Source: an optimization exercise on an open RTL-to-GDS flow (aim: small area). Production flows keep margins and buffers that such runs may drop.
Where RTL was checked, it was by simulation tests only, not by an equivalence proof against the original.
Power is estimated from default activity; no workload was simulated.

==> flow/design.v <==
package noc_sw_pkg;
    localparam logic [2:0] OP_RD = 3'b001;
    localparam logic [2:0] OP_WR = 3'b010;
    localparam logic [7:0] DEF_PERM_BASE = 8'h40;
    typedef enum logic [1:0] {
        IDLE,
        DEST,
        BODY,
        SKIP
    } parser_state_e;
    function automatic logic [7:0] frame_len(input logic [1:0] a_code,
                                             input logic [2:0] d_code,
                                             input logic       wr);
        logic [7:0] a;
        logic [7:0] d;
        a = 8'd1 << a_code;
        d = 8'd1 << d_code;
        if (wr) begin
            frame_len = a + d + 8'd3;
        end else begin
            frame_len = a + 8'd3;
        end
    endfunction
    function automatic logic [7:0] frame_len_m1(input logic [1:0] a_code,
                                                input logic [2:0] d_code,
                                                input logic       wr);
        logic [7:0] a;
        logic [7:0] d;
        a = 8'd1 << a_code;
        d = wr ? (8'd1 << d_code) : 8'd0;
        frame_len_m1 = a + d + 8'd2;
    endfunction
endpackage
module rewind_fifo #(
    parameter int DEPTH = 256,
    parameter int W     = 8,
    parameter int NB    = 1
) (
    input  logic                      clk,
    input  logic                      i_we,
    input  logic [$clog2(DEPTH)-1:0]  i_waddr,
    input  logic [W-1:0]              i_wdata,
    input  logic [$clog2(DEPTH)-1:0]  i_raddr,
    output logic [W-1:0]              o_rdata
);
    localparam int AW = $clog2(DEPTH);
    localparam int BD = DEPTH / NB;           
    localparam int BW = $clog2(BD);
    localparam int NG = (BD + 2) / 3;         
    logic [W-1:0]      r_mem [DEPTH];
    logic [BD-1:0]     w_rsel;
    logic [NG-1:0]     w_grp_n [NB][W];
    logic [W-1:0]      w_bank [NB];
    always_ff @(posedge clk) begin
        if (i_we) begin
            r_mem[i_waddr] <= i_wdata;
        end
    end
    always_comb begin
        for (int i = 0; i < BD; i++) begin
            w_rsel[i] = (i_raddr[BW-1:0] == BW'(i));
        end
    end
    for (genvar k = 0; k < NB; k++) begin : g_bank
        for (genvar b = 0; b < W; b++) begin : g_bit
            for (genvar g = 0; g < NG; g++) begin : g_grp
                if (3*g+2 < BD) begin : g_3
                    rewind_fifo_aoi u_aoi (
                        .a0 (r_mem[k*BD+3*g][b]),
                        .s0 (w_rsel[3*g]),
                        .a1 (r_mem[k*BD+3*g+1][b]),
                        .s1 (w_rsel[3*g+1]),
                        .a2 (r_mem[k*BD+3*g+2][b]),
                        .s2 (w_rsel[3*g+2]),
                        .y_n(w_grp_n[k][b][g])
                    );
                end else if (3*g+1 < BD) begin : g_2
                    assign w_grp_n[k][b][g] = !((r_mem[k*BD+3*g][b] && w_rsel[3*g]) ||
                                                (r_mem[k*BD+3*g+1][b] && w_rsel[3*g+1]));
                end else begin : g_1
                    assign w_grp_n[k][b][g] = !(r_mem[k*BD+3*g][b] && w_rsel[3*g]);
                end
            end
            assign w_bank[k][b] = !(&w_grp_n[k][b]);
        end
    end
    if (NB == 1) begin : g_one
        assign o_rdata = w_bank[0];
    end else begin : g_sel
        assign o_rdata = w_bank[i_raddr[AW-1:BW]];
    end
endmodule
module rewind_fifo_aoi (
    input  logic a0,
    input  logic s0,
    input  logic a1,
    input  logic s1,
    input  logic a2,
    input  logic s2,
    output logic y_n
);
    assign y_n = !((a0 && s0) || (a1 && s1) || (a2 && s2));
endmodule
module noc_cmd_parser #(
    parameter int         DEPTH     = 256,
    parameter int         FRAMES    = 8,
    parameter logic [7:0] PERM_BASE = noc_sw_pkg::DEF_PERM_BASE,
    parameter int         NUM_PORTS = 4
) (
    input  logic        clk,
    input  logic        reset_n,
    input  logic        noc_to_dev_ctl,
    input  logic [7:0]  noc_to_dev_data,
    output logic        out_valid,
    input  logic        out_ready,
    output logic [8:0]  out_word,
    output logic [1:0]  out_port,
    output logic        out_sop,
    output logic        out_eop,
    output logic        drop_pulse
);
    localparam int AW = $clog2(DEPTH);
    localparam int FW = $clog2(FRAMES);
    noc_sw_pkg::parser_state_e r_state;
    noc_sw_pkg::parser_state_e w_state_nxt;
    logic [7:0]    r_cnt;
    logic [7:0]    w_cnt_nxt;
    logic [5:0]    r_hdr;       
    logic          r_drop;
    logic [AW:0]   r_wr;        
    logic [AW:0]   w_wr_nxt;
    logic [AW:0]   r_cm;        
    logic [AW:0]   r_rd;        
    logic [AW:0]   w_used;
    logic [FW:0]   r_nfr;       
    logic          w_we;
    logic [7:0]    w_wdata;
    logic          w_commit;
    logic          w_drop;
    logic          w_hdr;
    logic          w_in_frame;
    logic          w_op_ok;
    logic          w_room;
    logic          w_dest_ok;
    logic [1:0]    w_dest_idx;
    logic [7:0]    w_len_m1;
    logic [7:0]    w_rdata;
    logic          w_empty;
    logic          w_load;
    logic          w_dpop;
    logic          w_is_hdr;
    logic [7:0]    r_orem;
    logic [7:0]    w_olen_m1;
    logic          r_sop;
    assign w_hdr      = noc_to_dev_ctl && (noc_to_dev_data != 8'h00);
    assign w_in_frame = (r_state == noc_sw_pkg::DEST) || (r_state == noc_sw_pkg::BODY);
    assign w_op_ok    = (noc_to_dev_data[2:0] == noc_sw_pkg::OP_RD) ||
                        (noc_to_dev_data[2:0] == noc_sw_pkg::OP_WR);
    assign w_len_m1   = noc_sw_pkg::frame_len_m1(noc_to_dev_data[7:6],
                                                 noc_to_dev_data[5:3],
                                                 noc_to_dev_data[1]);
    assign w_used     = r_cm - r_rd;
    assign w_room     = (w_used <= (AW+1)'((AW+1)'(DEPTH - 1) - (AW+1)'(w_len_m1))) && !r_nfr[FW];
    assign w_dest_ok  = ({1'b0, noc_to_dev_data} >= {1'b0, PERM_BASE}) &&
                        ({1'b0, noc_to_dev_data} <
                         {1'b0, PERM_BASE} + 9'(NUM_PORTS));
    assign w_dest_idx = noc_to_dev_data[1:0] - PERM_BASE[1:0];
    always_ff @(posedge clk or negedge reset_n) begin
        if (!reset_n) begin
            r_state <= noc_sw_pkg::IDLE;
            r_drop  <= 1'b0;
        end else begin
            r_state <= w_state_nxt;
            r_drop  <= w_drop;
        end
    end
    always_ff @(posedge clk) begin
        r_cnt <= w_cnt_nxt;
        r_wr  <= w_wr_nxt;
        r_hdr <= {noc_to_dev_data[7:3], noc_to_dev_data[1]};
    end
    always_comb begin
        w_state_nxt = r_state;
        w_cnt_nxt   = r_cnt - 8'd1;
        w_wr_nxt    = r_wr + ((r_state == noc_sw_pkg::DEST) ? (AW+1)'(2) : (AW+1)'(1));
        w_we        = 1'b0;
        w_wdata     = noc_to_dev_data;
        w_commit    = 1'b0;
        w_drop      = 1'b0;
        if (w_in_frame && noc_to_dev_ctl) begin
            w_drop      = 1'b1;
            w_state_nxt = noc_sw_pkg::IDLE;
        end
        if (w_hdr) begin
            if (!w_op_ok) begin
                w_drop      = 1'b1;
                w_state_nxt = noc_sw_pkg::SKIP;
            end else if (!w_room) begin
                w_drop      = 1'b1;
                w_state_nxt = noc_sw_pkg::IDLE;
            end else begin
                w_cnt_nxt   = w_len_m1;
                w_wr_nxt    = r_cm;
                w_state_nxt = noc_sw_pkg::DEST;
            end
        end else if (!noc_to_dev_ctl) begin
            case (r_state)
                noc_sw_pkg::DEST: begin
                    if (w_dest_ok) begin
                        w_we        = 1'b1;
                        w_wdata     = {r_hdr, w_dest_idx};
                        w_state_nxt = noc_sw_pkg::BODY;
                    end else begin
                        w_drop      = 1'b1;
                        w_state_nxt = noc_sw_pkg::SKIP;
                    end
                end
                noc_sw_pkg::BODY: begin
                    w_we      = 1'b1;
                    if (r_cnt == 8'd1) begin
                        w_commit    = 1'b1;
                        w_state_nxt = noc_sw_pkg::IDLE;
                    end
                end
                default: ;
            endcase
        end
    end
    rewind_fifo #(
        .DEPTH (DEPTH),
        .W     (8)
    ) u_buf (
        .clk      (clk),
        .i_we     (w_we),
        .i_waddr  (r_wr[AW-1:0]),
        .i_wdata  (w_wdata),
        .i_raddr  (r_rd[AW-1:0]),
        .o_rdata  (w_rdata)
    );
    assign w_empty = (r_rd == r_cm);
    assign w_load  = (!out_valid || out_ready) && !w_empty;
    assign w_dpop  = out_valid && out_ready && out_eop;
    always_ff @(posedge clk or negedge reset_n) begin
        if (!reset_n) begin
            r_cm  <= '0;
            r_rd  <= '0;
            r_nfr <= '0;
        end else begin
            if (w_commit) begin
                r_cm <= w_wr_nxt;    
            end
            r_rd  <= r_rd + (AW+1)'(w_load);
            r_nfr <= r_nfr + (FW+1)'(w_commit) - (FW+1)'(w_dpop);
        end
    end
    assign w_is_hdr = (r_orem == 8'd0);
    assign w_olen_m1 = noc_sw_pkg::frame_len_m1(w_rdata[7:6], w_rdata[5:3], w_rdata[2]);
    always_ff @(posedge clk or negedge reset_n) begin
        if (!reset_n) begin
            out_valid <= 1'b0;
            r_sop     <= 1'b0;
            out_eop   <= 1'b0;
        end else if (w_load) begin
            out_valid <= 1'b1;
            r_sop     <= w_is_hdr;
            out_eop   <= (r_orem == 8'd1);
        end else if (out_ready) begin
            out_valid <= 1'b0;
            r_sop     <= 1'b0;
            out_eop   <= 1'b0;
        end
    end
    always_ff @(posedge clk or negedge reset_n) begin
        if (!reset_n) begin
            r_orem <= '0;
        end else if (w_load && w_is_hdr) begin
            r_orem <= w_olen_m1;
        end else begin
            r_orem <= r_orem - 8'(w_load);
        end
    end
    always_ff @(posedge clk) begin
        if (w_load) begin
            if (w_is_hdr) begin
                out_word[7:0] <= {w_rdata[7:3], 1'b0, w_rdata[2], !w_rdata[2]};
                out_port      <= w_rdata[1:0];
            end else if (r_sop) begin
                out_word[7:0] <= PERM_BASE + 8'(out_port);
            end else begin
                out_word[7:0] <= w_rdata;
            end
        end
    end
    assign out_sop     = r_sop;
    assign out_word[8] = r_sop;
    assign drop_pulse  = r_drop;
endmodule
Settings: LEC_CHECK=0, CAP_MARGIN=20, CORE_MARGIN=2, CORE_UTILIZATION=60, CTS_CLUSTER_DIAMETER=100, CTS_CLUSTER_SIZE=25, SLEW_MARGIN=20, SYNTH_HIERARCHICAL=1; clock period 9.0 ns.
standard.sh (not shown) runs the stock make flow with config.mk's settings and CLKGATE_MAP_FILE= SYNTH_SCRIPT=/design/flow/synth_recipe.tcl, a recipe that flattens the netlist after the stock synthesis.
==> flow/flow/run.sh <==
#!/bin/bash
# The standard layout (the standard.sh: ORFS synthesis through finish),
# with one change: clock tree synthesis runs without dummy loads, using the
# same sink clustering as config.mk's CTS_CLUSTER_SIZE / CTS_CLUSTER_DIAMETER.
# make's full output goes to flow_make.log here; each ORFS step keeps its own
# log under orfs/logs/.
set -euo pipefail
export CTS_ARGS="-sink_clustering_enable -repair_clock_nets -dont_use_dummy_load -sink_clustering_size 25 -sink_clustering_max_diameter 100"
bash standard.sh finish > flow_make.log 2>&1
Rerun with:
--- a/flow/design.v
+++ b/flow/design.v
@@ -35,5 +35,5 @@
     parameter int DEPTH = 256,
     parameter int W     = 8,
-    parameter int NB    = 1
+    parameter int NB    = 2
 ) (
     input  logic                      clk,
@@ -144,5 +144,7 @@
     logic          w_dest_ok;
     logic [1:0]    w_dest_idx;
+    logic [7:0]    w_len;
     logic [7:0]    w_len_m1;
+    logic [AW+1:0] w_need;
     logic [7:0]    w_rdata;
     logic          w_empty;
@@ -157,9 +159,13 @@
     assign w_op_ok    = (noc_to_dev_data[2:0] == noc_sw_pkg::OP_RD) ||
                         (noc_to_dev_data[2:0] == noc_sw_pkg::OP_WR);
+    assign w_len      = noc_sw_pkg::frame_len(noc_to_dev_data[7:6],
+                                              noc_to_dev_data[5:3],
+                                              noc_to_dev_data[1]);
     assign w_len_m1   = noc_sw_pkg::frame_len_m1(noc_to_dev_data[7:6],
                                                  noc_to_dev_data[5:3],
                                                  noc_to_dev_data[1]);
     assign w_used     = r_cm - r_rd;
-    assign w_room     = (w_used <= (AW+1)'((AW+1)'(DEPTH - 1) - (AW+1)'(w_len_m1))) && !r_nfr[FW];
+    assign w_need     = (AW+2)'(w_used) + (AW+2)'(w_len);
+    assign w_room     = (w_need <= (AW+2)'(DEPTH)) && !r_nfr[FW];
     assign w_dest_ok  = ({1'b0, noc_to_dev_data} >= {1'b0, PERM_BASE}) &&
                         ({1'b0, noc_to_dev_data} <
Wire length falls by 1.7%.
Synthesized area is about the same.
Total power rose by 3.1%.
Worst hold slack improves by 0.0095 ns.
Design area goes up by 0.64%.
Clock power came out lower by about 0.9%.
Worst setup slack gets worse by 0.22 ns.
Die area barely changes.
Global-route usage drops by 0.71 points.
Only the layout flow was run in the second run of this note; the RTL was not checked for function there.

-- separate check: timing with driven ports --
Ports are ideal in the flow. The routed layouts listed here were re-timed in OpenROAD. Step 1 (the two cells are an assumption about what drives the block):
set clk [get_ports {clk}]
set_driving_cell -lib_cell sky130_fd_sc_hd__clkbuf_16 $clk
set_driving_cell -lib_cell sky130_fd_sc_hd__buf_2 [delete_from_list [all_inputs] $clk]
Step 2 times the ports against the registers' clock, not the clock port: input delays grow and output delays shrink by t, the midpoint of the rising clock arrivals with the driver on. Slacks: no drivers / after step 1 / after step 2; pairs: no drivers / after step 1.
| run | t, ns | setup WS [ns] | worst setup path at the end | worst register clock-pin slew, ns | worst data-port slew with drivers (ns) |
|---|---|---|---|---|---|
| the first run | 0.799 | 2.306 / 2.306 / 2.306 | register to register | 0.10 / 0.10 | 0.06 |
| the second run | 0.792 | 2.083 / 2.083 / 2.083 | register to register | 0.10 / 0.10 | 0.04 |
After both steps every run listed still meets setup and hold.
